This is an optimization exercise on Yosys and OpenROAD, whose aim is small area, a short achievable clock period and few clock cycles, not a production implementation.
Only simulation tests tie the RTL to the original design; equivalence was not proved.
Power figures rest on the tool's default switching activity, not on a simulated workload.

## design.v

```verilog
package rsa_pkg;
  localparam int ONE = 1;
endpackage
import rsa_pkg::*;
module rsa_modexp
#(
  parameter  int W   = 32,
  localparam int OPW = 2 * W
) (
  input  logic           clk,
  input  logic           rst_n,
  input  logic           start,
  input  logic [OPW-1:0] n,
  input  logic [OPW-1:0] exp,
  input  logic [OPW-1:0] msg,
  output logic [OPW-1:0] result,
  output logic           busy,
  output logic           done,
  output logic           err
);
  localparam int K    = 4;                       
  localparam int ITER = (66 + K - 1) / K + 1;    
  localparam int RD   = K * ITER;                
  localparam int RB   = K * (ITER - 1);          
  localparam int AW   = OPW + 1;                 
  localparam int SW   = OPW + K + 2;             
  localparam int TW   = SW + K;                  
  localparam int XW   = OPW + 3;                 
  localparam int FBT  = (OPW + K - 1) / K - 1;   
  localparam int S_IDLE  = 0;
  localparam int S_CHK1  = 1;
  localparam int S_CHK2  = 2;
  localparam int S_CONV  = 3;
  localparam int S_CONVF = 4;
  localparam int S_MM    = 5;
  localparam int S_MMEND = 6;
  localparam int S_FIX   = 7;
  localparam int S_FBS   = 8;
  localparam int S_FBA   = 9;
  localparam int S_FBB   = 10;
  localparam int S_FBC   = 11;
  localparam int S_FBD   = 12;
  localparam int S_FBP   = 13;
  localparam int NS      = 14;
  localparam logic [1:0] OP_SQR = 2'd0;
  localparam logic [1:0] OP_MUL = 2'd1;
  localparam logic [1:0] OP_FIN = 2'd2;
  logic [NS-1:0]  r_st;
  logic           r_busy;
  logic           r_done;
  logic           r_err;
  logic [AW-1:0]  r_a;         
  logic           k_x2, k_xsx, k_yc, k_ya, k_ysub, k_yadd;
  logic [OPW-1:0] r_n;
  logic [K-1:0]   r_mq;        
  logic [7:0]     r_qp;        
  logic [OPW-1:0] r_e;
  logic [SW-1:0]  r_s;
  logic [SW-1:0]  r_c;
  logic           r_cin;       
  logic [K-1:0]   r_t;         
  logic [1:0]     r_nq;        
  logic [AW-1:0]  r_m;         
  logic [K-1:0]   r_d;         
  logic [6:0]     r_cnt;
  logic           r_cz;        
  logic           r_cl;        
  logic [6:0]     r_nidx;      
  logic [6:0]     r_bc;        
  logic [1:0]     r_op;
  logic           r_mulpend;
  logic           r_lead;
  logic [2:0]     r_sub;
  logic           r_ge;
  logic [NS-1:0]  w_st;
  logic           w_busy;
  logic           w_done;
  logic           w_err;
  logic [AW-1:0]  w_a;
  logic [OPW-1:0] w_n;
  logic [OPW-1:0] w_e;
  logic [SW-1:0]  w_s;
  logic [SW-1:0]  w_c;
  logic [AW-1:0]  w_m;
  logic [K-1:0]   w_d;
  logic [6:0]     w_cnt;
  logic [6:0]     w_bc;
  logic [1:0]     w_op;
  logic           w_mulpend;
  logic           w_lead;
  logic [2:0]     w_sub;
  logic           w_x2, w_xsx, w_yc, w_ya, w_ysub, w_yadd;
  logic           clr;         
  logic           s_cpa;       
  logic           nsgn;        
  wire odd = r_n[0];
  wire cin = r_cin;
  logic [XW-1:0] cpa_x;
  logic [XW-1:0] cpa_y;
  logic          cpa_ci;
  logic [XW:0]   cpa_sum;
  always_comb begin
    if (k_x2)
      cpa_x = {r_s[OPW+1:0], 1'b0};
    else
      cpa_x = {k_xsx & r_s[OPW+1], r_s[OPW+1:0]};
    cpa_y  = ({XW{k_ysub}} & ~{3'b000, r_n})
           | ({XW{k_yadd}} & {3'b000, r_n})
           | ({XW{k_yc}} & r_c[XW-1:0])
           | ({XW{k_ya}} & {2'b00, r_a});
    cpa_ci = k_ysub || (k_yc && cin);
  end
  localparam int LH = 32;
  localparam int HH = XW - LH;
  logic [LH+1:0] cpa_lo;
  logic [HH:0]   cpa_hi0;
  logic [HH+1:0] cpa_hi1;
  assign cpa_lo  = {1'b0, cpa_x[LH-1:0], 1'b1} + {1'b0, cpa_y[LH-1:0], cpa_ci};
  assign cpa_hi0 = {1'b0, cpa_x[XW-1:LH]} + {1'b0, cpa_y[XW-1:LH]};
  assign cpa_hi1 = {1'b0, cpa_x[XW-1:LH], 1'b1} + {1'b0, cpa_y[XW-1:LH], 1'b1};
  assign cpa_sum = {cpa_lo[LH+1] ? cpa_hi1[HH+1:1] : cpa_hi0, cpa_lo[LH:1]};
  function automatic logic [2*TW-1:0] fa(input logic [TW-1:0] a, input logic [TW-1:0] b,
                                         input logic [TW-1:0] c);
    fa = {(a & b) | (a & c) | (b & c), a ^ b ^ c};    
  endfunction
  logic [K-1:0]  mm_q;
  logic [SW-1:0] mm_s;
  logic [SW-1:0] mm_c;
  logic          mm_cin;
  logic [K-1:0]  mm_t;
  always_comb begin
    logic [K-1:0]  t, tp, tg;
    logic [K:0]    tc;
    logic [TW-1:0] y [K];
    logic [TW-1:0] qr [K];
    logic [TW-1:0] r0, r1, r2, r3, r4, r5, u0, u1;
    logic [2*TW-1:0] f;
    logic [1:0]    g;
    t = r_t;
    if (K == 4) begin
      mm_q[1:0] = t[1:0];
      mm_q[3:2] = r_qp[2*t[1:0] +: 2] + (r_mq[1] ? 2'(-t[3:2]) : t[3:2]);
    end else begin
      mm_q = K'(t * r_mq);
    end
    for (int j = 0; j < K; j++)
      y[j] = r_d[j] ? (TW'(r_a) << (K + j)) : '0;
    y[0][0] = cin;
    for (int h = 0; h < K; h++)
      if (K == 4 && h < 2)
        qr[h] = r_nq[h] ? '0 : (TW'(r_n) << h);
      else
        qr[h] = mm_q[h] ? (TW'(r_n) << h) : '0;
    r0 = TW'(r_s);
    r1 = TW'(r_c);
    if (K == 4) begin
      f = fa(r0, r1, y[0]);            r0 = f[TW-1:0]; r1 = f[2*TW-1:TW] << 1;
      f = fa(y[1], y[2], y[3]);        r2 = f[TW-1:0]; r3 = f[2*TW-1:TW] << 1;
      f = fa(r0, r1, r2);              r0 = f[TW-1:0]; r1 = f[2*TW-1:TW] << 1;
      f = fa(r3, qr[0], qr[1]);        r2 = f[TW-1:0]; r3 = f[2*TW-1:TW] << 1;
      f = fa(r0, r1, r2);              r0 = f[TW-1:0]; r1 = f[2*TW-1:TW] << 1;
      f = fa(r3, qr[2], qr[3]);        r2 = f[TW-1:0]; r3 = f[2*TW-1:TW] << 1;
      f = fa(r0, r1, r2);              r0 = f[TW-1:0]; r1 = f[2*TW-1:TW] << 1;
      f = fa(r0, r1, r3);              u0 = f[TW-1:0]; u1 = f[2*TW-1:TW] << 1;
    end else begin
      u0 = r0;
      u1 = r1;
      for (int j = 0; j < K; j++) begin
        f = fa(u0, u1, y[j]);          u0 = f[TW-1:0]; u1 = f[2*TW-1:TW] << 1;
      end
      for (int h = 0; h < K; h++) begin
        f = fa(u0, u1, qr[h]);         u0 = f[TW-1:0]; u1 = f[2*TW-1:TW] << 1;
      end
    end
    mm_s = u0[K +: SW];
    mm_c = u1[K +: SW];
    mm_cin = |{u1[K-1:0], u0[K-1:0]};
    tp = u0[K +: K] ^ u1[K +: K];
    tg = u0[K +: K] & u1[K +: K];
    tc[0] = mm_cin;
    for (int i = 1; i <= K; i++) begin
      logic acc, pp;
      acc = 1'b0;
      pp  = 1'b1;
      for (int j = i - 1; j >= 0; j--) begin
        acc = acc | (pp & tg[j]);
        pp  = pp & tp[j];
      end
      tc[i] = acc | (pp & mm_cin);
    end
    mm_t = tp ^ tc[K-1:0];
  end
  function automatic logic [K-1:0] neg_inv(input logic [K-1:0] nn);
    logic [K-1:0] x;
    x = nn;                               
    for (int i = 0; i < 3; i++)
      x = K'(x * (K'(2) - K'(nn * x)));
    neg_inv = K'(-x);
  endfunction
  logic [RD-1:0] ya;
  logic [RD-1:0] ym;
  assign ya = RD'(r_a);
  assign ym = RD'(r_m);
  function automatic logic [K-1:0] chunk(input logic [RD-1:0] v, input logic [6:0] idx);
    chunk = v[idx*K +: K];
  endfunction
  logic [6:0]   nidx;
  logic [K-1:0] mm_next_d;
  logic [K-1:0] nx_d;
  assign nidx = r_nidx;
  always_comb begin
    case (r_op)
      OP_SQR,
      OP_MUL:  mm_next_d = (nidx < 7'(ITER)) ? nx_d : '0;
      default: mm_next_d = '0;
    endcase
  end
  assign nx_d = (r_op == OP_SQR) ? chunk(ya, nidx) : chunk(ym, nidx);
  logic r_ezero, r_nsmall;
  wire e_zero  = r_ezero;
  wire n_small = r_nsmall;
  wire a_eq_n  = (r_a == {1'b0, r_n});
  always_comb begin
    logic [AW-1:0] newa;
    logic          pick;
    w_st      = '0;
    w_busy    = r_busy;
    w_done    = 1'b0;
    w_err     = r_err;
    w_a       = r_a;
    w_n       = r_n;
    w_e       = r_e;
    w_s       = r_s;
    w_m       = r_m;
    w_d       = r_d;
    w_cnt     = r_cnt;
    w_bc      = r_bc;
    w_op      = r_op;
    w_mulpend = r_mulpend;
    w_lead    = r_lead;
    w_sub     = r_sub;
    newa      = cpa_sum[AW-1:0];
    pick      = 1'b0;
    clr       = 1'b0;
    s_cpa     = 1'b0;
    if (r_st[S_IDLE]) begin
      w_n = n;
      w_e = exp;
      w_s = SW'(msg);
      if (start) begin
        w_st[S_CHK1] = 1'b1;
        w_busy       = 1'b1;
      end else begin
        w_st[S_IDLE] = 1'b1;
      end
    end
    if (r_st[S_CHK1]) w_st[S_CHK2] = 1'b1;
    if (r_st[S_CHK2]) begin
      if (n_small || r_ge) begin
        w_a          = '0;
        w_err        = 1'b1;
        w_st[S_IDLE] = 1'b1;
        w_busy       = 1'b0;
        w_done       = 1'b1;
      end else if (e_zero) begin
        w_a          = AW'(1);
        w_err        = 1'b0;
        w_st[S_IDLE] = 1'b1;
        w_busy       = 1'b0;
        w_done       = 1'b1;
      end else begin
        w_err        = 1'b0;
        w_cnt        = 7'(RB - 1);
        w_bc         = 7'd64;
        w_lead       = 1'b0;
        w_st[S_CONV] = 1'b1;
      end
    end
    if (r_st[S_CONV]) begin
      if (odd) s_cpa = 1'b1;
      if (!r_lead) begin
        w_e  = {r_e[OPW-2:0], 1'b0};
        w_bc = r_bc - 7'd1;
        if (r_e[OPW-1]) w_lead = 1'b1;
      end
      w_cnt = r_cnt - 7'd1;
      if (r_cz) w_st[S_CONVF] = 1'b1;
      else             w_st[S_CONV]  = 1'b1;
    end
    if (r_st[S_CONVF]) begin
      w_m  = newa;
      w_a  = newa;
      pick = 1'b1;
    end
    if (r_st[S_MM]) begin
      w_d   = mm_next_d;
      w_cnt = r_cnt + 7'd1;
      if (r_cl) w_st[S_MMEND] = 1'b1;
      else                       w_st[S_MM]    = 1'b1;
    end
    if (r_st[S_MMEND]) begin
      w_a = newa;
      if (r_op == OP_FIN) begin
        w_st[S_FIX] = 1'b1;
      end else if (r_op == OP_SQR && r_mulpend) begin
        w_op       = OP_MUL;
        w_mulpend  = 1'b0;
        w_d        = r_m[K-1:0];
        w_cnt      = '0;
        clr        = 1'b1;
        w_st[S_MM] = 1'b1;
      end else begin
        pick = 1'b1;
      end
    end
    if (r_st[S_FIX]) begin
      if (a_eq_n) w_a = '0;
      w_st[S_IDLE] = 1'b1;
      w_busy       = 1'b0;
      w_done       = 1'b1;
    end
    if (r_st[S_FBS]) begin
      w_s         = '0;
      w_d         = (r_op == OP_SQR) ? chunk(ya, 7'(FBT)) : chunk(ym, 7'(FBT));
      w_cnt       = 7'(FBT);
      w_sub       = 3'(K - 1);
      w_st[S_FBP] = 1'b1;
    end
    if (r_st[S_FBP]) begin
      w_st[S_FBA] = 1'b1;
    end
    if (r_st[S_FBA]) begin
      s_cpa       = 1'b1;
      w_st[S_FBB] = 1'b1;
    end
    if (r_st[S_FBB]) begin
      s_cpa       = 1'b1;
      w_st[S_FBC] = 1'b1;
    end
    if (r_st[S_FBC]) begin
      s_cpa       = 1'b1;
      w_st[S_FBD] = 1'b1;
    end
    if (r_st[S_FBD]) begin
      s_cpa = 1'b1;
      if (r_sub == '0) begin
        if (r_cz) begin
          w_a = newa;
          if (r_op == OP_SQR && r_mulpend) begin
            w_op        = OP_MUL;
            w_mulpend   = 1'b0;
            w_st[S_FBS] = 1'b1;
          end else begin
            pick = 1'b1;
          end
        end else begin
          w_d         = nx_d;
          w_cnt       = r_cnt - 7'd1;
          w_sub       = 3'(K - 1);
          w_st[S_FBP] = 1'b1;
        end
      end else begin
        w_sub       = r_sub - 3'd1;
        w_st[S_FBP] = 1'b1;
      end
    end
    if (pick) begin
      if (r_bc == '0) begin
        if (odd) begin
          w_op       = OP_FIN;
          w_d        = K'(1);
          w_cnt      = '0;
          clr        = 1'b1;
          w_st[S_MM] = 1'b1;
        end else begin
          w_st[S_IDLE] = 1'b1;
          w_busy       = 1'b0;
          w_done       = 1'b1;
        end
      end else begin
        w_e       = {r_e[OPW-2:0], 1'b0};
        w_bc      = r_bc - 7'd1;
        w_mulpend = r_e[OPW-1];
        w_op      = OP_SQR;
        if (odd) begin
          w_d        = newa[K-1:0];
          w_cnt      = '0;
          clr        = 1'b1;
          w_st[S_MM] = 1'b1;
        end else begin
          w_st[S_FBS] = 1'b1;
        end
      end
    end
    if (r_st == '0) begin
      w_st[S_IDLE] = 1'b1;
      w_busy       = 1'b0;
    end
    if (s_cpa) w_s = SW'(cpa_sum[OPW+1:0]);
    if (clr)   w_s = '0;
    if (r_st[S_MM]) w_s = mm_s;
    w_x2   = w_st[S_CONV] | w_st[S_FBA];
    w_xsx  = w_st[S_CONVF] | w_st[S_FBC] | w_st[S_FBD];
    w_yc   = w_st[S_MMEND];
    w_ya   = r_st[S_FBP] & r_d[r_sub];
    nsgn   = s_cpa ? cpa_sum[OPW+1] : r_s[OPW+1];
    w_ysub = w_st[S_CHK1] | w_st[S_FBB] | ((w_st[S_CONV] | w_st[S_FBC]) & !nsgn);
    w_yadd = ((w_st[S_CONV] | w_st[S_FBC] | w_st[S_FBD]) & nsgn)
           | (w_st[S_CONVF] & odd);
  end
  assign w_c = r_st[S_MM] ? mm_c : '0;
  always_ff @(posedge clk or negedge rst_n) begin
    if (!rst_n) begin
      r_st    <= NS'(1);
      r_busy  <= 1'b0;
      r_done  <= 1'b0;
      r_err   <= 1'b0;
      r_a     <= '0;
    end else begin
      r_st    <= w_st;
      r_busy  <= w_busy;
      r_done  <= w_done;
      r_err   <= w_err;
      r_a     <= w_a;
    end
  end
  always_ff @(posedge clk) begin
    r_n       <= w_n;
    r_e       <= w_e;
    r_s       <= w_s;
    r_c       <= w_c;
    r_cin     <= r_st[S_MM] & mm_cin;
    r_nq      <= r_st[S_MM] ? ~{mm_t[1] ^ (r_mq[1] & mm_t[0]), mm_t[0]} : '1;
    if (K == 4)
      r_t     <= r_st[S_MM] ? {mm_t[3:2], mm_t[1] ^ (r_mq[1] & mm_t[0]), mm_t[0]} : '0;
    else
      r_t     <= r_st[S_MM] ? mm_t : '0;
    k_x2      <= w_x2;
    k_xsx     <= w_xsx;
    k_yc      <= w_yc;
    k_ya      <= w_ya;
    k_ysub    <= w_ysub;
    k_yadd    <= w_yadd;
    r_m       <= w_m;
    r_d       <= w_d;
    r_cnt     <= w_cnt;
    r_cz      <= (w_cnt == '0);
    r_cl      <= (w_cnt == 7'(ITER - 1));
    r_nidx    <= w_st[S_MM] ? w_cnt + 7'd1 : w_cnt - 7'd1;
    r_bc      <= w_bc;
    r_op      <= w_op;
    r_mulpend <= w_mulpend;
    r_lead    <= w_lead;
    r_sub     <= w_sub;
    r_ge      <= cpa_sum[XW];
    r_ezero   <= (r_e == '0);
    r_nsmall  <= (r_n[OPW-1:1] == '0);
    if (r_st[S_CHK2]) begin
      r_mq <= neg_inv(r_n[K-1:0]);
      for (int i = 0; i < 4; i++)
        r_qp[2*i +: 2] <= 2'(((((i * 32'(neg_inv(r_n[K-1:0]))) % 4) * 32'(neg_inv(r_n[K-1:0]))) % 16) >> 2);
    end
  end
  assign busy   = r_busy;
  assign done   = r_done;
  assign result = r_a[OPW-1:0];
  assign err    = r_err;
endmodule
```

## flow/run.sh

```bash
#!/bin/bash
# Standard ORFS layout (the standard.sh: its synthesis, SDC and clock
# period unchanged) with a larger setup repair margin, so that repair_timing
# aims for a shorter achieved period, and with buf_2 cells as the port
# buffers (every input and output port still gets one). make's full output
# goes to flow_make.log; ORFS keeps each step's log under orfs/logs.
set -euo pipefail
bash standard.sh SETUP_SLACK_MARGIN=6.4 "BUFFER_PORTS_ARGS=-buffer_cell sky130_fd_sc_hd__buf_2" finish > flow_make.log 2>&1
```

## standard.sh

```bash
#!/bin/bash
# synth_recipe.tcl (not shown) runs the flow's synth.tcl, then flattens the netlist and writes it again
# the make line also repeats each setting of config.mk as NAME=value (left out here)
make -C /OpenROAD-flow-scripts/flow DESIGN_CONFIG=/design/flow/config.mk WORK_HOME=/design/flow/orfs CLKGATE_MAP_FILE= SYNTH_SCRIPT=/design/flow/synth_recipe.tcl "${@:-finish}"
```

## config.mk

```make
export PLATFORM = sky130hd
export DESIGN_NAME = rsa_modexp
export DESIGN_NICKNAME = rsa_modexp
export VERILOG_FILES = /design/flow/design.v
export SDC_FILE = /design/flow/constraint.sdc
export NUM_CORES = 4
export LEC_CHECK = 0
export CAP_MARGIN = 20
export CORE_MARGIN = 2
export CORE_UTILIZATION = 65
export SLEW_MARGIN = 20
```

## constraint.sdc

```tcl
create_clock -name core_clock -period 10.5 [get_ports {clk}]
set_input_delay 2.1000 -clock core_clock [delete_from_list [all_inputs] [get_ports {clk}]]
set_output_delay 2.1000 -clock core_clock [all_outputs]
set_load 0.01 [all_outputs]
```

==> impl_results.md, run 1 <==
- Status: complete, no violations
- Die height: between 200 and 300 um
- IO Pins: 262
- ANT nets after route: 0
- Largest delay share family, worst path: adder cells
- Yosys top cell by area: fa_1
- P&R area growth vs syn: 12.4%
- Crit-path most repeated cell: fa_1
- Final Hold Fails: 0
- Slew headroom: 0.321
- Slowest stage delay, CP: 0.56 ns
- Top cell type's share of synthesized area: 0.247
- Synth Register Bits: 469
- Reg-to-reg slack, setup: 6.27 ns
- CP Launch Type: flop
- RSZ-0062 raised after global routing: true
- CP Capture Type: flop
- Min-delay src: r_st[1]
- Busiest grt layer: met2
- First-pass GRT wire length: 207000 um
- Final Skew: 0.0287 ns
- Nets: 5215
- Slowest CP cell: fa_1
- Worst r2r src: r_qp[4]
- LEAKAGE: roughly 20 nW
- Register Area: 11900 um^2
- CP Data Arrival Time: ~4.6 ns
- Fraction of layout cells with a size suffix above 1: 0.175
- Die extent in x: 258 um
- Asr flop ratio synth: 0.175
- Bufs and invs on worst path: 4
- Distinct cells, synth: 85
- Die ar.: 66700 um^2
- Final setup viols: 0
- Synth Cell Area: 42000 um^2
- Largest cells by area after synthesis: fa_1 25%, edfxtp_1 15%, dfxtp_1 8.8%, inv_1 5.8%, dfrtp_1 4.8%
- TritonCTS buffer count: between 50 and 60
- Via count: roughly 33000
- Number of global-route vias before repair: 33598
- Drt via density: around 6.3
- Drt wl/cell: 26.3 um
- Met1 Use GR: 0.537
- Port Buffers: 261
- Pin count of the biggest net entering global routing: 131
- Worst slew pin tran: approximately 1 ns
- Setup TNS: 0 ns
- Sequential-to-total area share from yosys stat: 0.282
- GPL Wtd Cong: 0.979
- Worst Hold Class: flop to flop
- CTS sink count: 469
- Global Route met2 Usage: 0.656
- Pre-Repair DR Iteration Count: 9
- Worst-path fanout max: 8
- Critical R2R Capture: r_s[10]
- PD cells: 387 nW/um^2
- Worst EP required: 10.89 ns
- Max Transition Viols Final: 0
- Post-synth EDFFs: 203
- Area of the multi-input gates: 27000 um^2
- Top FF cell, synth: edfxtp_1
- Syn Inst Count: 4296
- Grt ovf: 0
- Fillers: 4765
- Most frequent cells in the layout: 643 x inv_1, 521 x nand2_1, 514 x fa_1
- Drt drc: 0
- Worst Reg-to-Reg Cells: 15
- Detailed-placement wirelength estimate: approximately 95000 um
- Mean Syn Cell Area: 9.78 um^2
- YS warnings: 3
- Total GRT Usage: 0.412
- Min Tclk post-route: 4.23 ns
- Peak supply drop: approximately 0.28 mV
- Hold Path Depth: 0
- CP Depth: 15
- Crit-path cells: nand2_2 > o21ai_2 > ha_4 > xnor2_2 > xnor2_2 > xnor2_4 > buf_8 > clkbuf_16 > nand2_1 > fa_1 > fa_1 > inv_1 > fa_1 > a222oi_1 > inv_1
- Initial core utilization: 0.655
- Max clock buf depth: 3
- Clock latency (worst-skew pair): 0.65 ns
- Total core area: ~64000 um^2
- Row cnt: 93
- Wirelength, routed: 139000 um
- Met3 global-route usage: 0.0922
- Initial antenna violation count: 9
- Initial drt markers: 3554
- CTS tree: done
- Kind of critical path: flop to flop
- Clock slew at reported path FFs: 0.07 ns
- Most common cell after layout, fill and taps aside: inv_1
- WHS Endpoint: r_st[2]
- CTS Root Cell: clkbuf_16
- H-tree depth: 2
- MaxCap Viol Count: 0
- Fin crit share: 0.403
- Fmax: between 200 and 250 MHz
- Hold_ws: approximately 0.38 ns
## per-layer routing
layer,part of all wire,up-vias
met2,0.46,1942
met3,0.11,520
met4,0.066,8
li1,-,14139
met1,0.37,16543
met5,0.00035,-
## synthesized netlist by cell type (58+ instances only)
master and number:
a22o_1 66, nor2_1 129, dfxtp_1 184, xnor2_1 59
mux2i_1 149, ha_1 120, dfrtp_1 81, fa_1 518
and2_1 186, o21ai_0 139, mux2_2 68, clkbuf_1 228
a22oi_1 76, nor2b_1 114, edfxtp_1 203, nand2_1 523
inv_1 650, a21oi_1 113, nor4_1 58, xor2_1 80
buf_4 72
## sequential cells by signal, summed over array words and instances (netlist names), 2 cells and up
signal,cells
r_c,70
r_s,69
r_a,65
r_m,65
r_e,64
r_n,64
r_st,14
r_bc,7
r_cnt,7
r_nidx,7
r_d,4
r_qp,4
r_t,4
r_sub,3
r_nq,2
r_op,2
## where the power goes
group | switching [mW] | internal [mW] | total, mW
logic | 7.51 | 5.01 | 12.5
registers | 0.911 | 2.85 | 3.76
clock network | 0.865 | 1.15 | 2.01
## worst max path at each step
stage / from / to
after global placement: r_d[3] / r_s[62]
after floorplan: r_qp[6] / r_t[3]
final: r_qp[4] / r_s[10]
after global routing: r_qp[4] / r_t[3]
after detailed placement: k_x2 / r_s[56]
after CTS: k_x2 / k_ysub
## worst register-to-register path, cell delays in order, from the launching register on
cell and delay [ns]:
edfxtp_1 0.39, nand2_2 0.09, o21ai_2 0.08, ha_4 0.17
xnor2_2 0.15, xnor2_2 0.27, xnor2_4 0.19, buf_8 0.23
clkbuf_16 0.24, nand2_1 0.10, fa_1 0.52, fa_1 0.56
inv_1 0.06, fa_1 0.44, a222oi_1 0.41, inv_1 0.07
## cell type report
class	count	share of cell area
diodes	6	0.000318
clock buffers	84	0.0353
multi-input cells	2810	0.571
repair buffers	395	0.0624
clock inverters	18	0.00421
well taps	855	0.0227
flip-flops and latches	469	0.252
inverters	652	0.0519
## metrics by stage
stage	total power, mW	utilization	setup slack [ns]	cell area [um^2]	instances
after floorplan	10.9	-	6.41	42000	4297
after global placement	14.0	0.671	5.55	43100	5081
after detailed placement	14.1	0.671	5.47	43100	5081
after CTS	17.1	0.719	6.35	46100	5244
after global routing	19.4	0.736	6.08	47200	5287
final	18.3	0.736	6.27	47200	5289
## timing repair
action	in CTS	in global routing
setup endpoints to repair	270	121
gates resized for setup	121	127
pin swaps	30	60
buffers inserted	56	32
cloned	5	6
hold buffers	0	0
## logic make-up after synthesis
logic type	Yosys count	synth area share
AND/OR/NAND/NOR	1151	0.132
buffers and inverters	1018	0.0983
adder cells (fa/ha/maj)	638	0.283
AO/OA/AOI/OAI	628	0.104
flip-flops	469	0.282
multiplexers	250	0.0714
XOR/XNOR	140	0.0294
other	2	0.000179
Testbench counts, summed over its fixed seeds: cycles 96,602.
==> run 2: changes to the inputs <==
--- a/config.mk
+++ b/config.mk
@@ -9,3 +9,4 @@
 export CORE_MARGIN = 2
 export CORE_UTILIZATION = 65
+export CTS_BUF_LIST = sky130_fd_sc_hd__clkbuf_8
 export SLEW_MARGIN = 20
==> run 2 against run 1 <==
Still clean on timing, DRC and antenna. Clock power decreased by 2%. Design area increased by 2.0%. Synthesized cell count unchanged. Worst hold slack improved by 0.0054 ns. Critical path depth decreased by 1. Critical endpoint is now r_t[3].
==> impl_results.md, run 2 <==
- YS warnings: 3 (unchanged)
- Min Tclk post-route: 4.28 ns (was 4.23 ns)
- CP Launch Type: flop (unchanged)
- LEAKAGE: 21.0 nW (was 20.3 nW)
- Dpl ws: 5.47 ns (unchanged)
- Hold Path Depth: 0 (unchanged)
- Post-Synth XOR/XNOR Area: 0.0294 (unchanged)
- ANT nets after route: 0 (unchanged)
- Largest reg by FF count: r_c (unchanged)
- Most frequent cell after synthesis: inv_1 (unchanged)
- Most frequent cells in the layout: 656 x inv_1, 509 x fa_1, 497 x nand2_1 (was 643 x inv_1, 521 x nand2_1, 514 x fa_1)
- Drt via density: 6.32 (was 6.27)
- Non-Filler Instances: 5416 (was 5289)
- Synth Area in Adders: 0.283 (unchanged)
- Peak supply drop: 0.257 mV (was 0.278 mV)
- Fraction of layout cells with a size suffix above 1: 0.203 (was 0.175)
- CP Capture Type: flop (unchanged)
- Post-route cell area: 48200 um^2 (was 47200 um^2)
- Slowest CP cell: fa_2 (was fa_1)
- CTS sink count: 469 (unchanged)
- Synth top cells by count: 650 x inv_1, 523 x nand2_1, 518 x fa_1 (unchanged)
- Synth Register Bits: 469 (unchanged)
- Crit-path cells: and2_4 > fa_1 > inv_1 > fa_1 > fa_1 > fa_1 > inv_2 > fa_2 > ha_4 > a21oi_4 > inv_2 > a21oi_4 > xnor2_2 > nor2_1 (was nand2_2 > o21ai_2 > ha_4 > xnor2_2 > xnor2_2 > xnor2_4 > buf_8 > clkbuf_16 > nand2_1 > fa_1 > fa_1 > inv_1 > fa_1 > a222oi_1 > inv_1)
- Tot Pwr: 18.9 mW (was 18.3 mW)
- Kind of critical path: flop to flop (unchanged)
- Placed Area: 43100 um^2 (unchanged)
- Status: complete, no violations (unchanged)
- Initial antenna violation count: 8 (was 9)
- Synth Cell Area: 42000 um^2 (unchanged)
- Drt wl/cell: 27.0 um (was 26.3 um)
- PnR worst setup slack: 6.22 ns (was 6.27 ns)
- H-tree depth: 3 (was 2)
- Distinct cells, synth: 85 (unchanged)
- Yosys top cell by area: fa_1 (unchanged)
- RSZ-0062 raised after global routing: true (unchanged)
- MaxCap Viol Count: 0 (unchanged)
- Mux share of post-synthesis cell area: 0.0714 (unchanged)
- # placed instances: 5081 (unchanged)
- Final setup viols: 0 (unchanged)
- Worst Hold Class: flop to flop (unchanged)
- Initial drt markers: 4035 (was 3554)
- Largest family of logic cells by synthesized area: adder cells (unchanged)
- Initial core utilization: 0.655 (unchanged)
- Clock latency (worst-skew pair): 0.73 ns (was 0.65 ns)
- Row cnt: 93 (unchanged)
- Final Hold Fails: 0 (unchanged)
- CTS tree: done (unchanged)
- Asr flop ratio synth: 0.175 (unchanged)
- Die height: 258 um (unchanged)
- Nets: 5308 (was 5215)
- Fmax: 234 MHz (was 236 MHz)
- Syn Inst Count: 4296 (unchanged)
- Worst EP required: 11.09 ns (was 10.89 ns)
- First-pass GRT wire length: 209000 um (was 207000 um)
- Crit-path most repeated cell: fa_1 (unchanged)
- Most common cell after layout, fill and taps aside: inv_1 (unchanged)
- IO Pins: 262 (unchanged)
- TritonCTS buffer count: 89 (was 54)
- Synth Area in Simple Gates: 0.132 (unchanged)
- Final Skew: 0.0456 ns (was 0.0287 ns)
- Port Buffers: 261 (unchanged)
- Setup TNS: 0 ns (unchanged)
- Worst Reg-to-Reg Cells: 14 (was 15)
- Pin count of the biggest net entering global routing: 131 (unchanged)
- CP Data Arrival Time: 4.87 ns (was 4.62 ns)
- Die ar.: 66700 um^2 (unchanged)
- Post-synth EDFFs: 203 (unchanged)
- Detailed-placement wirelength estimate: 94600 um (unchanged)
- Top FF cell, synth: edfxtp_1 (unchanged)
- Final core utilization: 0.751 (was 0.736)
- Complex-gate fraction of the synthesized area: 0.104 (unchanged)
- Wirelength, routed: 146000 um (was 139000 um)
- CTS Root Cell: clkbuf_8 (was clkbuf_16)
- Die extent in x: 258 um (unchanged)
- Fin crit share: 0.407 (was 0.403)
- Grt ovf: 0 (unchanged)
- Largest regs: r_c x70, r_s x69 (unchanged)
- Hold_ws: 0.381 ns (was 0.375 ns)
- P&R area growth vs syn: 14.7% (was 12.4%)
- Worst-path fanout max: 2 (was 8)
- Slew headroom: 0.270 (was 0.321)
- Drt drc: 0 (unchanged)
- Via count: 34222 (was 33152)
- GPL Wtd Cong: 0.979 (unchanged)
- Total GRT Usage: 0.418 (was 0.412)
- Total core area: 64100 um^2 (unchanged)
- Pre-Repair DR Iteration Count: 10 (was 9)
- Slowest stage delay, CP: 0.59 ns (was 0.56 ns)
- Top cell type's share of synthesized area: 0.247 (unchanged)
- Max Transition Viols Final: 0 (unchanged)
- Max reg flops: 70 (unchanged)
- Number of global-route vias before repair: 33985 (was 33598)
- Largest cells by area after synthesis: fa_1 25%, edfxtp_1 15%, dfxtp_1 8.8%, inv_1 5.8%, dfrtp_1 4.8% (unchanged)
- Mean Syn Cell Area: 9.78 um^2 (unchanged)
- Sequential-to-total area share from yosys stat: 0.282 (unchanged)
- Max clock buf depth: 3 (unchanged)
- Fillers: 4653 (was 4765)
- CTS hold repair buffers: 0 (unchanged)
- Worst slew pin tran: 1.09 ns (was 1.02 ns)
- PD cells: 393 nW/um^2 (was 387 nW/um^2)
- Clock slew at reported path FFs: 0.07 ns (about the same)
==> run 2: cell type report <==
| class | instances | area [um^2] | share of cell area |
|---|---|---|---|
| Multi-Input combinational cell | 2810 | 27100 | 0.563 |
| Sequential cell | 469 | 11900 | 0.247 |
| Timing Repair Buffer | 453 | 3720 | 0.0771 |
| Inverter | 652 | 2450 | 0.0508 |
| Clock buffer | 104 | 1430 | 0.0297 |
| Tap cell | 855 | 1070 | 0.0222 |
| Clock inverter | 64 | 464 | 0.00964 |
| Antenna cell | 9 | 22.5 | 0.000468 |
==> run 2: power by group <==
group	total [mW]	leakage [nW]	internal [mW]	switching (mW)
logic	13.2	15.4	5.33	7.85
registers	3.77	4.51	2.86	0.915
clock network	1.97	1.08	1.06	0.910
==> run 2: cells by family (layout without fill, tap and decap cells) <==
family / after synthesis / in the layout
xor gates and xnor gates: 140 / 140
buffers and inverters: 1018 / 1273
DFF: 469 / 469
adders and majority gates: 638 / 638
AOI/OAI and AO/OA: 628 / 628
muxes: 250 / 250
other: 2 / 12
and+or+nand+nor: 1151 / 1151
==> run 2: metal layers <==
layer / global-route usage / routed length, um
met1: 0.541 / 51900
met2: 0.659 / 65400
met3: 0.0966 / 17800
met4: 0.225 / 11000
met5: 0 / 0
==> run 2: final timing paths <==
check / start / end / slack, ns
worst max-delay path: r_a[1] / r_t[3] / 6.22
worst min-delay path: r_st[1] / r_st[2] / 0.38
worst max register to register: r_a[1] / r_t[3] / 6.22
worst min register to register: r_st[1] / r_st[2] / 0.38
max in group asynchronous: rst_n / r_a[41] / 7.90
min in group asynchronous: rst_n / r_st[5] / 1.40
==> run 2: worst max-delay path, delay by kind of cell (launching register included) <==
family                     cells  cell delay [ns]
adders and majority gates      6             2.85
DFF                            1             0.46
AOI/OAI and AO/OA              2             0.32
and+or+nand+nor                2             0.21
buffers and inverters          3             0.17
xor gates and xnor gates       1             0.14
==> run 2: repair_timing <==
item / 4_1_cts / 5_1_grt
gates cloned: 7 / 18
endpoints found under the setup margin: 270 / 102
buffers inserted: 59 / 73
pin swaps: 70 / 207
gates resized for setup: 118 / 206
==> run 3: changes to the inputs <==
--- a/design.v
+++ b/design.v
@@ -111,5 +111,5 @@
     cpa_ci = k_ysub || (k_yc && cin);
   end
-  localparam int LH = 32;
+  localparam int LH = 34;
   localparam int HH = XW - LH;
   logic [LH+1:0] cpa_lo;
==> flow/run.sh (replaced) <==
#!/bin/bash
# Standard ORFS layout (the standard.sh: its synthesis, SDC and clock
# period unchanged) with a larger setup repair margin, so that repair_timing
# aims for a shorter achieved period, and with buf_1 cells as the port
# buffers (every input and output port still gets one). make's full output
# goes to flow_make.log; ORFS keeps each step's log under orfs/logs.
set -euo pipefail
bash standard.sh SETUP_SLACK_MARGIN=6 "BUFFER_PORTS_ARGS=-buffer_cell sky130_fd_sc_hd__buf_1" finish > flow_make.log 2>&1
--- a/config.mk
+++ b/config.mk
@@ -9,4 +9,3 @@
 export CORE_MARGIN = 2
 export CORE_UTILIZATION = 65
-export CTS_BUF_LIST = sky130_fd_sc_hd__clkbuf_8
 export SLEW_MARGIN = 20
==> run 3 against run 2 <==
Maximum frequency fell by 3.9%. Global-route usage fell by 2.0 points. Flip-flop and latch count did not move. Synthesized area rose by 0.52%. Sequential share of layout area rose by 1.0 points. Clock skew fell by 0.024 ns. Die area rose by 0.52%. Combinational power fell by 14%. Critical path depth rose by 1. Power fell by 8.6%. Largest cell class unchanged. Largest power group unchanged.
==> impl_results.md, run 3 <==
- Initial core utilization: 0.656 (was 0.655)
- Setup TNS: 0 ns (unchanged)
- Final setup viols: 0 (unchanged)
- Initial antenna violation count: 2 (was 8)
- LEAKAGE: 19.2 nW (was 21.0 nW)
- First-pass GRT wire length: 200000 um (was 209000 um)
- Post-synth EDFFs: 203 (unchanged)
- Peak supply drop: 0.197 mV (was 0.257 mV)
- Max clock buf depth: 3 (unchanged)
- Fin crit share: 0.424 (was 0.407)
- Largest cells by area after synthesis: fa_1 25%, edfxtp_1 14%, dfxtp_1 8.7%, inv_1 5.5%, dfrtp_1 4.8% (was fa_1 25%, edfxtp_1 15%, dfxtp_1 8.8%, inv_1 5.8%, dfrtp_1 4.8%)
- Clock slew at reported path FFs: 0.06 ns (was 0.07 ns)
- Syn Inst Count: 4333 (was 4296)
- Final Skew: 0.0216 ns (was 0.0456 ns)
- P&R area growth vs syn: 9.36% (was 14.7%)
- Synth top cells by count: 621 x inv_1, 528 x nand2_1, 518 x fa_1 (was 650 x inv_1, 523 x nand2_1, 518 x fa_1)
- Synth Register Bits: 469 (unchanged)
- Wirelength, routed: 134000 um (was 146000 um)
- Worst Reg-to-Reg Cells: 15 (was 14)
- Most frequent cells in the layout: 621 x inv_1, 525 x nand2_1, 517 x fa_1 (was 656 x inv_1, 509 x fa_1, 497 x nand2_1)
- Number of global-route vias before repair: 33028 (was 33985)
- Dpl ws: 5.29 ns (was 5.47 ns)
- GPL Wtd Cong: 0.997 (was 0.979)
- Max Transition Viols Final: 0 (unchanged)
- Sequential-to-total area share from yosys stat: 0.280 (was 0.282)
- Worst r2r src: r_a[0] (was r_a[1])
- Drt via density: 6.24 (was 6.32)
- Min-delay src: r_st[1] (unchanged)
- RSZ-0062 raised after global routing: true (unchanged)
- Die ar.: 67000 um^2 (was 66700 um^2)
- Initial drt markers: 3643 (was 4035)
- Post-route cell area: 46200 um^2 (was 48200 um^2)
- Worst-path fanout max: 9 (was 2)
- PD cells: 375 nW/um^2 (was 393 nW/um^2)
- Final Hold Fails: 0 (unchanged)
- Top FF cell, synth: edfxtp_1 (unchanged)
- Die height: 259 um (was 258 um)
- Total core area: 64300 um^2 (was 64100 um^2)
- Port Buffers: 261 (unchanged)
- Mean Syn Cell Area: 9.74 um^2 (was 9.78 um^2)
- Top cell type's share of synthesized area: 0.246 (was 0.247)
- MaxCap Viol Count: 0 (unchanged)
- Die extent in x: 259 um (was 258 um)
- Most common cell after layout, fill and taps aside: inv_1 (unchanged)
- Yosys top cell by area: fa_1 (unchanged)
- TritonCTS buffer count: 56 (was 89)
- YS warnings: 3 (unchanged)
- Worst EP required: 11.01 ns (was 11.09 ns)
- Pin count of the biggest net entering global routing: 132 (was 131)
- CP Launch Point: r_a[0] (was r_a[1])
- Distinct cells, synth: 81 (was 85)
- CP Launch Type: flop (unchanged)
- Hold Path Depth: 0 (unchanged)
- Min Tclk post-route: 4.45 ns (was 4.28 ns)
- Nets: 5195 (was 5308)
- CTS sink count: 469 (unchanged)
- Worst slew pin tran: 1.14 ns (was 1.09 ns)
- PnR worst setup slack: 6.05 ns (was 6.22 ns)
- Row cnt: 93 (unchanged)
- Synth Cell Area: 42200 um^2 (was 42000 um^2)
- CTS hold repair buffers: 0 (unchanged)
- Max reg flops: 70 (unchanged)
- Detailed-placement wirelength estimate: 96000 um (was 94600 um)
- Status: complete, no violations (unchanged)
- Clock latency (worst-skew pair): 0.66 ns (was 0.73 ns)
- CP Data Arrival Time: 4.96 ns (was 4.87 ns)
- Most frequent cell after synthesis: inv_1 (unchanged)
- Worst Hold Class: flop to flop (unchanged)
- Largest regs: r_c x70, r_s x69 (unchanged)
- Largest reg by FF count: r_c (unchanged)
- ANT nets after route: 0 (unchanged)
- Kind of critical path: flop to flop (unchanged)
- Drt drc: 0 (unchanged)
- CTS tree: done (unchanged)
- Via count: 32850 (was 34222)
- IO Pins: 262 (unchanged)
- Fmax: 225 MHz (was 234 MHz)
- Pre-Repair DR Iteration Count: 9 (was 10)
- CP Capture Type: flop (unchanged)
- Tot Pwr: 17.3 mW (was 18.9 mW)
- Fraction of layout cells with a size suffix above 1: 0.0961 (was 0.203)
- Total GRT Usage: 0.398 (was 0.418)
- CTS Root Cell: clkbuf_16 (was clkbuf_8)
- Grt ovf: 0 (unchanged)
- Slew headroom: 0.242 (was 0.270)
- Drt wl/cell: 25.4 um (was 27.0 um)
- H-tree depth: 2 (was 3)
- Diode count: 0 (was 9)
- Asr flop ratio synth: 0.175 (unchanged)
- Placed Area: 43000 um^2 (was 43100 um^2)
[run 3: cell types whose count changed in the layout (fill, tap and decap cells not counted), moves of 33 or more]
cell,delta
inv_1,-35
buf_1,+260
nor2_1,-33
buf_4,-36
buf_2,-260
clkbuf_16,+49
nor2b_1,+33
clkbuf_8,-95
[run 3: layout make-up]
type                    count  area [um^2]
clock buffers              81         1630
clock inverters            25          293
fillers                  4877        18200
inverters                 621         2330
multi-input cells        2848        26900
flip-flops and latches    469        11900
well taps                 855         1070
repair buffers            366         2070
[run 3: metrics by stage]
stage / instances / hold slack (ns) / util
floorplan: 4334 / 0.355 / -
global placement: 5103 / 0.359 / 0.668
detailed placement: 5103 / 0.368 / 0.668
CTS: 5221 / 0.381 / 0.705
global route: 5265 / 0.392 / 0.717
finish: 5265 / 0.382 / 0.717
[run 3: path summary, 6_finish.rpt]
path                            to  slack, ns
max                         r_t[3]       6.05
min                        r_st[2]       0.38
max reg2reg                 r_t[3]       6.05
min reg2reg                r_st[2]       0.38
max in group asynchronous  r_a[26]       7.75
min in group asynchronous   r_done       1.46
[run 3: power by group]
group / switching, mW / leakage, nW / internal, mW
sequential: 1.08 / 4.56 / 2.85
clock: 0.881 / 0.935 / 1.18
combinational: 6.84 / 13.7 / 4.46
[run 3: logic make-up (layout without fill, tap and decap cells)]
family | after synthesis | in the layout | synth area share
xor+xnor | 148 | 148 | 0.0311
fa+ha+maj | 638 | 638 | 0.281
simple gates | 1182 | 1182 | 0.138
compound gates | 629 | 629 | 0.101
other cells | 2 | 3 | 0.000178
mux | 248 | 248 | 0.0707
flops | 469 | 469 | 0.280
buf+inv | 1017 | 1093 | 0.0974
[run 3: worst max-delay path: stages (launching register included)]
cell     delay [ns]
dfrtp_1        0.72
and2_1         0.23
fa_1           0.42
ha_1           0.28
inv_1          0.04
fa_1           0.47
fa_1           0.53
fa_1           0.52
inv_1          0.08
ha_1           0.29
a21o_1         0.18
a21oi_2        0.15
inv_1          0.07
a21oi_2        0.15
xnor2_1        0.12
nor2_1         0.05
[run 3: routing by layer]
metal / track usage / up-vias / part of all wire
met5: 0 / - / 0
met4: 0.183 / 0 / 0.053
met3: 0.0766 / 413 / 0.10
met2: 0.629 / 1848 / 0.46
met1: 0.535 / 16459 / 0.38
li1: - / 14130 / -
[run 3: repair_timing]
action                     CTS  global route
setup buffers               10            39
cloned                       2             5
resized for setup           57            88
setup endpoints to repair  128            77
pin swaps                   10            35
Testbench counts of run 3, summed over its fixed seeds: cycles 96,602.
==> run 4: changes to the inputs <==
--- a/design.v
+++ b/design.v
@@ -42,5 +42,6 @@
   localparam int S_FBD   = 12;
   localparam int S_FBP   = 13;
-  localparam int NS      = 14;
+  localparam int S_FIX2  = 14;
+  localparam int NS      = 15;
   localparam logic [1:0] OP_SQR = 2'd0;
   localparam logic [1:0] OP_MUL = 2'd1;
@@ -220,5 +221,5 @@
   wire e_zero  = r_ezero;
   wire n_small = r_nsmall;
-  wire a_eq_n  = (r_a == {1'b0, r_n});
+  logic r_eq;                   
   always_comb begin
     logic [AW-1:0] newa;
@@ -314,6 +315,7 @@
       end
     end
-    if (r_st[S_FIX]) begin
-      if (a_eq_n) w_a = '0;
+    if (r_st[S_FIX]) w_st[S_FIX2] = 1'b1;
+    if (r_st[S_FIX2]) begin
+      if (r_eq) w_a = '0;
       w_st[S_IDLE] = 1'b1;
       w_busy       = 1'b0;
@@ -455,4 +457,5 @@
     r_ge      <= cpa_sum[XW];
     r_ezero   <= (r_e == '0);
+    r_eq      <= (r_a == {1'b0, r_n});
     r_nsmall  <= (r_n[OPW-1:1] == '0);
     if (r_st[S_CHK2]) begin
==> flow/run.sh (replaced) <==
#!/bin/bash
# Standard ORFS layout (the standard.sh: its synthesis, SDC and clock
# period unchanged) with a larger setup repair margin, so that repair_timing
# aims for a shorter achieved period, and with buf_2 cells as the port
# buffers (every input and output port still gets one). make's full output
# goes to flow_make.log; ORFS keeps each step's log under orfs/logs.
set -euo pipefail
bash standard.sh SETUP_SLACK_MARGIN=6 "BUFFER_PORTS_ARGS=-buffer_cell sky130_fd_sc_hd__buf_2" finish > flow_make.log 2>&1
==> run 4 against run 3 <==
Still clean. Flip-flop and latch count up 2. Maximum frequency down 2.0%. Synthesized cell count down 0.78%. Clock power about the same. Global-route usage down 0.47 points. Largest cell class unchanged. Largest power group unchanged. Highest routed layer unchanged.
==> impl_results.md, run 4 <==
- CTS sink count: 471 (was 469)
- Synth Register Bits: 471 (was 469)
- Detailed-placement wirelength estimate: 91100 um (was 96000 um)
- Mean Syn Cell Area: 9.76 um^2 (was 9.74 um^2)
- Most frequent cell after synthesis: inv_1 (unchanged)
- Asr flop ratio synth: 0.176 (was 0.175)
- Kind of critical path: flop to flop (unchanged)
- Critical R2R Capture: r_s[50] (was r_t[3])
- Clk network pwr share: 0.119 (about the same)
- LEAKAGE: 20.0 nW (was 19.2 nW)
- YS warnings: 3 (unchanged)
- Pin count of the biggest net entering global routing: 127 (was 132)
- Final Hold Fails: 0 (unchanged)
- Clock slew at reported path FFs: 0.06 ns (about the same)
- Worst r2r src: k_x2 (was r_a[0])
- Largest regs: r_c x70, r_s x69 (unchanged)
- TritonCTS buffer count: 56 (unchanged)
- Peak supply drop: 0.234 mV (was 0.197 mV)
- Setup TNS: 0 ns (unchanged)
- Slew headroom: 0.159 (was 0.242)
- Fraction of layout cells with a size suffix above 1: 0.147 (was 0.0961)
- GPL Wtd Cong: 0.987 (was 0.997)
- MaxCap Viol Count: 0 (unchanged)
- Pre-Repair DR Iteration Count: 9 (unchanged)
- Final setup viols: 0 (unchanged)
- Seq pwr share: 0.227 (about the same)
- Internal Pwr Total: 8.64 mW (was 8.50 mW)
- Worst Reg-to-Reg Cells: 14 (was 15)
- Sequential-to-total area share from yosys stat: 0.283 (was 0.280)
- Wirelength, routed: 133000 um (was 134000 um)
- Distinct cells, synth: 83 (was 81)
- P&R area growth vs syn: 10.3% (was 9.36%)
- Worst Hold Class: flop to flop (unchanged)
- Most frequent cells in the layout: 624 x inv_1, 516 x fa_1, 471 x nand2_1 (was 621 x inv_1, 525 x nand2_1, 517 x fa_1)
- Tot Pwr: 17.3 mW (about the same)
- Total core area: 64100 um^2 (was 64300 um^2)
- Grt ovf: 0 (unchanged)
- Largest reg by FF count: r_c (unchanged)
- Number of global-route vias before repair: 32691 (was 33028)
- CTS tree: done (unchanged)
- Die extent in x: 258 um (was 259 um)
- Via count: 32796 (was 32850)
- Most common cell after layout, fill and taps aside: inv_1 (unchanged)
- CTS Root Cell: clkbuf_16 (unchanged)
- Status: complete, no violations (unchanged)
- Slowest stage delay, CP: 0.44 ns (was 0.72 ns)
- # placed instances: 5080 (was 5103)
- Max Transition Viols Final: 0 (unchanged)
- Top FF cell, synth: edfxtp_1 (unchanged)
- Net switching power: 8.71 mW (was 8.80 mW)
- RSZ-0062 raised after global routing: true (unchanged)
- Hold_ws: 0.381 ns (was 0.382 ns)
- First-pass GRT wire length: 198000 um (was 200000 um)
- Syn Inst Count: 4299 (was 4333)
- CP Data Arrival Time: 4.93 ns (was 4.96 ns)
- Bufs and invs on worst path: 2 (was 3)
- Switching part of the total: 0.502 (was 0.509)
- Min Tclk post-route: 4.54 ns (was 4.45 ns)
- Worst slew pin tran: 1.25 ns (was 1.14 ns)
- CP Launch Type: flop (unchanged)
- Initial core utilization: 0.655 (was 0.656)
- Die ar.: 66600 um^2 (was 67000 um^2)
- Nets: 5170 (was 5195)
- Largest cells by area after synthesis: fa_1 25%, edfxtp_1 15%, dfxtp_1 8.8%, inv_1 5.6%, dfrtp_1 4.9% (was fa_1 25%, edfxtp_1 14%, dfxtp_1 8.7%, inv_1 5.5%, dfrtp_1 4.8%)
- Worst EP required: 10.89 ns (was 11.01 ns)
- Final Skew: 0.0360 ns (was 0.0216 ns)
- PD cells: 375 nW/um^2 (about the same)
- Drt drc: 0 (unchanged)
- Worst-path fanout max: 19 (was 9)
- Fin crit share: 0.433 (was 0.424)
- Drt wl/cell: 25.4 um (about the same)
- Max reg flops: 70 (unchanged)
- Fmax: 220 MHz (was 225 MHz)
- Non-Filler Instances: 5241 (was 5265)
- CP Depth: 14 (was 15)
- Drt via density: 6.26 (was 6.24)
- Initial drt markers: 3654 (was 3643)
- CP Launch Point: k_x2 (was r_a[0])
- CTS hold repair buffers: 0 (unchanged)
- Initial antenna violation count: 3 (was 2)
- Die height: 258 um (was 259 um)
- Synth top cells by count: 625 x inv_1, 518 x fa_1, 474 x nand2_1 (was 621 x inv_1, 528 x nand2_1, 518 x fa_1)
- Crit-path cells: bufbuf_16 > mux2_2 > ha_1 > and3_1 > nand4_1 > nor2_4 > o21ai_4 > a41oi_4 > mux2_4 > o311a_4 > a221oi_4 > xor2_2 > a222oi_1 > inv_1 (was and2_1 > fa_1 > ha_1 > inv_1 > fa_1 > fa_1 > fa_1 > inv_1 > ha_1 > a21o_1 > a21oi_2 > inv_1 > a21oi_2 > xnor2_1 > nor2_1)
- Reg-to-reg slack, setup: 5.96 ns (was 6.05 ns)
- Combinational Power Share: 0.654 (was 0.653)
- Synth Cell Area: 42000 um^2 (was 42200 um^2)
- H-tree depth: 2 (unchanged)
- Top cell type's share of synthesized area: 0.247 (was 0.246)
- Port Buffers: 261 (unchanged)
- Total GRT Usage: 0.393 (was 0.398)
- ANT nets after route: 0 (unchanged)
- IO Pins: 262 (unchanged)
- Post-synth EDFFs: 203 (unchanged)
- Row cnt: 93 (unchanged)
- Critical path capture point: r_s[50] (was r_t[3])
- Largest delay share family, worst path: compound AO/OA/AOI/OAI gates (was adder cells)
- Yosys top cell by area: fa_1 (unchanged)
- CP Capture Type: flop (unchanged)
- Max clock buf depth: 3 (unchanged)
- Clock latency (worst-skew pair): 0.65 ns (was 0.66 ns)
- Slowest CP cell: dfxtp_4 (was dfrtp_1)
## run 4: cell types whose count changed in the layout (fill, tap and decap cells not counted), sizes merged, moves of 16 or more
cell / before / now
o21ai: 167 / 100
nand2: 528 / 474
a21oi: 110 / 189
a21o: 59 / 43
nor2: 95 / 169
xor2: 77 / 58
and3: 7 / 35
## run 4: power groups by stage
stage | registers, mW | clock network (mW) | logic [mW]
global route | 3.98 | 2.15 | 12.3
floorplan | 3.22 | 0 | 7.70
CTS | 3.91 | 2.09 | 10.6
detailed placement | 3.96 | 0 | 9.98
finish | 3.94 | 2.07 | 11.3
global placement | 3.96 | 0 | 9.87
## run 4: kinds of logic after synthesis
logic type / after synthesis / share of synthesized area
xor+xnor: 139 / 0.0290
buf+inv: 999 / 0.0961
fa+ha+maj: 638 / 0.283
compound gates: 623 / 0.101
mux: 255 / 0.0724
flops: 471 / 0.283
other cells: 2 / 0.000179
simple gates: 1172 / 0.136
## run 4: worst min path at each step
stage	slack, ns	to	from	depth (start not counted)
2_1_floorplan	0.35	r_st[2]	r_st[1]	0
3_3_place_gp	0.36	r_st[14]	r_st[7]	0
3_5_place_dp	0.37	r_st[14]	r_st[7]	0
4_1_cts	0.37	r_st[14]	r_st[7]	0
5_1_grt	0.38	r_st[14]	r_st[7]	0
6_report	0.38	r_st[14]	r_st[7]	0
## run 4: what timing repair did
item                       in CTS  in global routing
gates resized for setup        67                 67
pin swaps                      20                 40
setup endpoints to repair     147                 55
buffers inserted               22                 25
cloned                          4                  3
## run 4: cell type report
class | count | area [um^2]
Sequential cell | 471 | 11900
Antenna cell | 2 | 5.00
Timing Repair Buffer | 352 | 2390
Fill cell | 4855 | 17800
Tap cell | 855 | 1070
Clock inverter | 30 | 364
Multi-Input combinational cell | 2831 | 26600
Clock buffer | 75 | 1540
Inverter | 625 | 2350
## run 4: metal layers
metal	track usage	wire, um	part of all wire
met5	0	0	0
met4	0.161	6940	0.052
met2	0.623	60600	0.46
met3	0.0816	14100	0.11
met1	0.533	51300	0.39
## run 4: per-stage QoR
step	cell area, um^2	worst slack [ns]	utilization
CTS	45700	6.00	0.712
finish	46300	5.96	0.722
floorplan	42000	5.99	-
detailed placement	43100	5.09	0.672
global placement	43100	5.19	0.672
global route	46300	5.84	0.722
Testbench counts of run 4, summed over its fixed seeds: cycles 96,666.
==> run 5: changes to the inputs <==
--- a/design.v
+++ b/design.v
@@ -19,5 +19,5 @@
   output logic           err
 );
-  localparam int K    = 4;                       
+  localparam int K    = 5;                       
   localparam int ITER = (66 + K - 1) / K + 1;    
   localparam int RD   = K * ITER;                
@@ -42,6 +42,5 @@
   localparam int S_FBD   = 12;
   localparam int S_FBP   = 13;
-  localparam int S_FIX2  = 14;
-  localparam int NS      = 15;
+  localparam int NS      = 14;
   localparam logic [1:0] OP_SQR = 2'd0;
   localparam logic [1:0] OP_MUL = 2'd1;
@@ -55,5 +54,5 @@
   logic [OPW-1:0] r_n;
   logic [K-1:0]   r_mq;        
-  logic [7:0]     r_qp;        
+  logic [4*(K-2)-1:0] r_qp;    
   logic [OPW-1:0] r_e;
   logic [SW-1:0]  r_s;
@@ -139,7 +138,7 @@
     logic [1:0]    g;
     t = r_t;
-    if (K == 4) begin
-      mm_q[1:0] = t[1:0];
-      mm_q[3:2] = r_qp[2*t[1:0] +: 2] + (r_mq[1] ? 2'(-t[3:2]) : t[3:2]);
+    if (K >= 4) begin
+      mm_q[1:0]   = t[1:0];
+      mm_q[K-1:2] = r_qp[(K-2)*t[1:0] +: (K-2)] + (K-2)'(t[K-1:2] * r_mq[K-3:0]);
     end else begin
       mm_q = K'(t * r_mq);
@@ -149,5 +148,5 @@
     y[0][0] = cin;
     for (int h = 0; h < K; h++)
-      if (K == 4 && h < 2)
+      if (K >= 4 && h < 2)
         qr[h] = r_nq[h] ? '0 : (TW'(r_n) << h);
       else
@@ -164,4 +163,15 @@
       f = fa(r0, r1, r2);              r0 = f[TW-1:0]; r1 = f[2*TW-1:TW] << 1;
       f = fa(r0, r1, r3);              u0 = f[TW-1:0]; u1 = f[2*TW-1:TW] << 1;
+    end else if (K == 5) begin
+      f = fa(r0, r1, y[0]);            r0 = f[TW-1:0]; r1 = f[2*TW-1:TW] << 1;
+      f = fa(y[1], y[2], y[3]);        r2 = f[TW-1:0]; r3 = f[2*TW-1:TW] << 1;
+      f = fa(r0, r1, r2);              r0 = f[TW-1:0]; r1 = f[2*TW-1:TW] << 1;
+      f = fa(r3, y[4], qr[0]);         r2 = f[TW-1:0]; r3 = f[2*TW-1:TW] << 1;
+      f = fa(r0, r1, r2);              r0 = f[TW-1:0]; r1 = f[2*TW-1:TW] << 1;
+      f = fa(r3, qr[1], qr[2]);        r2 = f[TW-1:0]; r3 = f[2*TW-1:TW] << 1;
+      f = fa(r0, r1, r2);              r0 = f[TW-1:0]; r1 = f[2*TW-1:TW] << 1;
+      f = fa(r3, qr[3], qr[4]);        r2 = f[TW-1:0]; r3 = f[2*TW-1:TW] << 1;
+      f = fa(r0, r1, r2);              r0 = f[TW-1:0]; r1 = f[2*TW-1:TW] << 1;
+      f = fa(r0, r1, r3);              u0 = f[TW-1:0]; u1 = f[2*TW-1:TW] << 1;
     end else begin
       u0 = r0;
@@ -192,10 +202,15 @@
     mm_t = tp ^ tc[K-1:0];
   end
-  function automatic logic [K-1:0] neg_inv(input logic [K-1:0] nn);
-    logic [K-1:0] x;
+  function automatic logic [K-1:0] neg_inv_c(input int nn);
+    int x;
     x = nn;                               
     for (int i = 0; i < 3; i++)
-      x = K'(x * (K'(2) - K'(nn * x)));
-    neg_inv = K'(-x);
+      x = (x * (2 - nn * x)) % (1 << K);
+    neg_inv_c = K'(-x);
+  endfunction
+  function automatic logic [K-1:0] neg_inv(input logic [K-1:0] nn);
+    neg_inv = '0;
+    for (int v = 0; v < (1 << (K - 1)); v++)
+      if (nn[K-1:1] == (K-1)'(v)) neg_inv = neg_inv_c(2 * v + 1);
   endfunction
   logic [RD-1:0] ya;
@@ -221,5 +236,5 @@
   wire e_zero  = r_ezero;
   wire n_small = r_nsmall;
-  logic r_eq;                   
+  wire a_eq_n  = (r_a == {1'b0, r_n});
   always_comb begin
     logic [AW-1:0] newa;
@@ -315,7 +330,6 @@
       end
     end
-    if (r_st[S_FIX]) w_st[S_FIX2] = 1'b1;
-    if (r_st[S_FIX2]) begin
-      if (r_eq) w_a = '0;
+    if (r_st[S_FIX]) begin
+      if (a_eq_n) w_a = '0;
       w_st[S_IDLE] = 1'b1;
       w_busy       = 1'b0;
@@ -434,6 +448,6 @@
     r_cin     <= r_st[S_MM] & mm_cin;
     r_nq      <= r_st[S_MM] ? ~{mm_t[1] ^ (r_mq[1] & mm_t[0]), mm_t[0]} : '1;
-    if (K == 4)
-      r_t     <= r_st[S_MM] ? {mm_t[3:2], mm_t[1] ^ (r_mq[1] & mm_t[0]), mm_t[0]} : '0;
+    if (K >= 4)
+      r_t     <= r_st[S_MM] ? {mm_t[K-1:2], mm_t[1] ^ (r_mq[1] & mm_t[0]), mm_t[0]} : '0;
     else
       r_t     <= r_st[S_MM] ? mm_t : '0;
@@ -457,10 +471,10 @@
     r_ge      <= cpa_sum[XW];
     r_ezero   <= (r_e == '0);
-    r_eq      <= (r_a == {1'b0, r_n});
     r_nsmall  <= (r_n[OPW-1:1] == '0);
-    if (r_st[S_CHK2]) begin
+    if (r_st[S_CHK1])
       r_mq <= neg_inv(r_n[K-1:0]);
+    if (r_st[S_CHK2]) begin
       for (int i = 0; i < 4; i++)
-        r_qp[2*i +: 2] <= 2'(((((i * 32'(neg_inv(r_n[K-1:0]))) % 4) * 32'(neg_inv(r_n[K-1:0]))) % 16) >> 2);
+        r_qp[(K-2)*i +: (K-2)] <= (K-2)'(((((i * 32'(r_mq)) % 4) * 32'(r_mq)) % (1 << K)) >> 2);
     end
   end
==> flow/run.sh (replaced) <==
#!/bin/bash
# Standard ORFS layout (the standard.sh: its synthesis, SDC and clock
# period unchanged) with a larger setup repair margin, so that repair_timing
# aims for a shorter achieved period. make's full output goes to flow_make.log;
# ORFS keeps each step's log under orfs/logs.
set -euo pipefail
bash standard.sh SETUP_SLACK_MARGIN=6 finish > flow_make.log 2>&1
--- a/config.mk
+++ b/config.mk
@@ -8,4 +8,4 @@
 export CAP_MARGIN = 20
 export CORE_MARGIN = 2
-export CORE_UTILIZATION = 65
+export CORE_UTILIZATION = 55
 export SLEW_MARGIN = 20
==> run 5 against run 4 <==
Clock skew fell by 0.0077 ns. Die area rose by 32%. Global-route usage fell by 4.4 points. Register-to-register slack got worse by 0.54 ns. Flip-flop and latch count rose by 10. Sequential share of layout area fell by 2.8 points. Synthesized cell count rose by 13%. Non-clock buffer count rose by 11. Critical path depth rose by 6. Via count rose by 10%. Core utilization fell by 9.7 points. Critical endpoint is now r_s[15].
==> impl_results.md, run 5 <==
- Status: complete, no violations (unchanged)
- CP Depth: 20 (was 14)
- Yosys top cell by area: fa_1 (unchanged)
- Most frequent cells in the layout: 644 x inv_1, 636 x fa_1, 515 x nand2_1 (was 624 x inv_1, 516 x fa_1, 471 x nand2_1)
- Sequential-to-total area share from yosys stat: 0.258 (was 0.283)
- Slew headroom: 0.322 (was 0.159)
- Synth Register Bits: 481 (was 471)
- Grt ovf: 0 (unchanged)
- Via count: 36099 (was 32796)
- Die height: 297 um (was 258 um)
- Max clock buf depth: 3 (unchanged)
- Initial antenna violation count: 5 (was 3)
- Bufs and invs on worst path: 6 (was 2)
- Largest cells by area after synthesis: fa_1 27%, edfxtp_1 14%, dfxtp_1 7.9%, inv_1 5.2%, dfrtp_1 4.3% (was fa_1 25%, edfxtp_1 15%, dfxtp_1 8.8%, inv_1 5.6%, dfrtp_1 4.9%)
- Die extent in x: 297 um (was 258 um)
- Initial drt markers: 3302 (was 3654)
- Seq pwr share: 0.221 (was 0.227)
- Largest delay share family, worst path: adder cells (was compound AO/OA/AOI/OAI gates)
- Mean Syn Cell Area: 9.70 um^2 (was 9.76 um^2)
- CTS sink count: 481 (was 471)
- Die ar.: 88100 um^2 (was 66600 um^2)
- ANT nets after route: 0 (unchanged)
- CTS tree: done (unchanged)
- Hold Path Depth: 0 (unchanged)
- Register Area: 12200 um^2 (was 11900 um^2)
- Clk network pwr share: 0.113 (was 0.119)
- Worst Reg-to-Reg Cells: 20 (was 14)
- Synth top cells by count: 651 x inv_1, 645 x fa_1, 522 x nand2_1 (was 625 x inv_1, 518 x fa_1, 474 x nand2_1)
- Asr flop ratio synth: 0.170 (was 0.176)
- Pre-Repair DR Iteration Count: 8 (was 9)
- GPL Wtd Cong: 0.951 (was 0.987)
- Fmax: 197 MHz (was 220 MHz)
- MaxCap Viol Count: 0 (unchanged)
- CTS hold repair buffers: 0 (unchanged)
- Fraction of layout cells with a size suffix above 1: 0.0880 (was 0.147)
- Clock latency (worst-skew pair): 0.67 ns (was 0.65 ns)
- Top cell type's share of synthesized area: 0.274 (was 0.247)
- Slowest stage delay, CP: 0.55 ns (was 0.44 ns)
- Most frequent cell after synthesis: inv_1 (unchanged)
- Drt via density: 5.96 (was 6.26)
- CP Data Arrival Time: 5.48 ns (was 4.93 ns)
- Largest reg by FF count: r_c (unchanged)
- Kind of critical path: flop to flop (unchanged)
- RSZ-0062 raised after global routing: true (unchanged)
- PD cells: 359 nW/um^2 (was 375 nW/um^2)
- Min Tclk post-route: 5.08 ns (was 4.54 ns)
- Row cnt: 107 (was 93)
- Switching part of the total: 0.512 (was 0.502)
- Synth Cell Area: 47100 um^2 (was 42000 um^2)
- Number of global-route vias before repair: 36975 (was 32691)
- Total GRT Usage: 0.349 (was 0.393)
- YS warnings: 3 (unchanged)
- Detailed-placement wirelength estimate: 110000 um (was 91100 um)
- Drt drc: 0 (unchanged)
- CTS Root Cell: clkbuf_16 (unchanged)
- Net switching power: 9.78 mW (was 8.71 mW)
- Distinct cells, synth: 94 (was 83)
- Total core area: 85000 um^2 (was 64100 um^2)
- Max reg flops: 71 (was 70)
- Drt wl/cell: 25.8 um (was 25.4 um)
- Final Skew: 0.0283 ns (was 0.0360 ns)
- Setup TNS: 0 ns (unchanged)
- Crit-path cells: mux2_4 > a22o_1 > ha_4 > ha_4 > xor2_4 > xnor2_2 > xnor2_2 > xnor2_4 > buf_4 > buf_12 > buf_12 > buf_4 > buf_16 > nand2_1 > fa_1 > fa_1 > inv_1 > fa_1 > a22o_1 > a21o_1 (was bufbuf_16 > mux2_2 > ha_1 > and3_1 > nand4_1 > nor2_4 > o21ai_4 > a41oi_4 > mux2_4 > o311a_4 > a221oi_4 > xor2_2 > a222oi_1 > inv_1)
- Largest regs: r_c x71, r_s x70 (was r_c x70, r_s x69)
- Combinational Power Share: 0.666 (was 0.654)
- Most common cell after layout, fill and taps aside: inv_1 (unchanged)
- LEAKAGE: 21.6 nW (was 20.0 nW)
- Top FF cell, synth: edfxtp_1 (unchanged)
- TritonCTS buffer count: 58 (was 56)
- Worst slew pin tran: 1.02 ns (was 1.25 ns)
- Worst Hold Class: flop to flop (unchanged)
==> run 5: cell types whose count changed after synthesis, sizes merged, moves of 21 or more <==
cell	before	now
inv	625	651
nor2	168	202
ha	120	141
nand2b	14	80
fa	518	645
clkbuf	262	315
nand2	474	522
nand3	33	73
nor2b	132	80
and2	180	277
a21o	43	78
==> run 5: cell families (layout without fill, tap and decap cells) <==
kind of cell	after synthesis	in the layout	synth area share
adder cells (fa/ha/maj)	786	786	0.311
flip-flops	481	481	0.258
buffers and inverters	1082	1125	0.0918
AND/OR/NAND/NOR	1429	1429	0.150
XOR/XNOR	150	150	0.0280
AO/OA/AOI/OAI	681	681	0.0980
multiplexers	247	247	0.0623
other	1	13	0.0000796
==> run 5: timing repair <==
action / 4_1_cts / 5_1_grt
pin swaps: 31 / 81
endpoints found under the setup margin: 273 / 242
buffers inserted: 23 / 30
gates cloned: 3 / 4
resized for setup: 53 / 76
endpoints found under the hold margin: 0 / 0
==> run 5: worst paths after layout <==
check,start,endpoint,slack (ns)
worst max register to register,r_qp[4],r_s[15],5.42
max in group asynchronous,rst_n,r_st[5],8.03
worst min register to register,r_st[13],r_st[9],0.41
worst min-delay path,r_st[13],r_st[9],0.41
worst max-delay path,r_qp[4],r_s[15],5.42
min in group asynchronous,rst_n,r_a[4],1.41
==> run 5: layer usage <==
metal,track usage,vias up,part of all wire
li1,-,15741,-
met1,0.482,18424,0.41
met2,0.571,1643,0.47
met3,0.0489,291,0.085
met4,0.116,0,0.036
met5,0,-,0
==> run 5: power by group through the flow <==
stage                     combinational (mW)  clock (mW)  sequential [mW]
after global routing                    13.9        2.25             4.27
after global placement                  11.4           0             4.28
after detailed placement                11.5           0             4.28
after CTS                               12.1        2.19             4.19
after floorplan                         8.58           0             3.33
final                                   12.7        2.16             4.21
==> run 5: cell type report <==
| type | instances | share of cell area |
|---|---|---|
| Antenna cell | 12 | 0.000565 |
| Clock buffer | 72 | 0.0301 |
| Clock inverter | 38 | 0.00782 |
| Inverter | 652 | 0.0461 |
| Multi-Input combinational cell | 3294 | 0.586 |
| Sequential cell | 481 | 0.230 |
| Tap cell | 1144 | 0.0269 |
| Timing Repair Buffer | 363 | 0.0731 |
==> run 5: stage by stage <==
step	util	hold WS (ns)	cells	worst slack (ns)	cell area [um^2]
after floorplan	-	0.375	4857	5.33	47200
after global placement	0.585	0.412	5874	4.39	49700
after detailed placement	0.585	0.414	5874	4.28	49700
after CTS	0.617	0.418	6010	5.42	52400
after global routing	0.625	0.419	6046	5.24	53100
final	0.625	0.413	6056	5.42	53100
Testbench counts of run 5, summed over its fixed seeds: cycles 82,216.

## separate check: timing with driven ports
The flow's constraints put no driver on any port. The routed layouts listed below were extracted and timed again, unchanged, in two steps. Step 1 assumes that a clkbuf_16 drives the clock port and a buf_2 every other input. Step 2 adds t to the input delays and takes it off the output delays; t is the mean of the earliest and latest rising clock arrival at the registers after step 1. Input paths then give back, and output paths get back, about the clock's delay inside the block. Three values: no drivers, after step 1, after step 2; two values: the first two.
run	t, ns	setup WS [ns]	worst register clock-pin slew, ns	worst data-port slew with drivers (ns)
run 1	0.706	6.270 / 6.270 / 6.270	0.07 / 0.07	0.07
run 2	0.776	6.223 / 6.223 / 6.223	0.07 / 0.07	0.07
run 3	0.716	6.051 / 6.051 / 6.051	0.07 / 0.07	0.08
run 4	0.703	5.958 / 5.958 / 5.958	0.07 / 0.07	0.05
run 5	0.732	5.420 / 5.420 / 5.420	0.07 / 0.07	0.08
After both steps setup and hold are still met in every run listed.
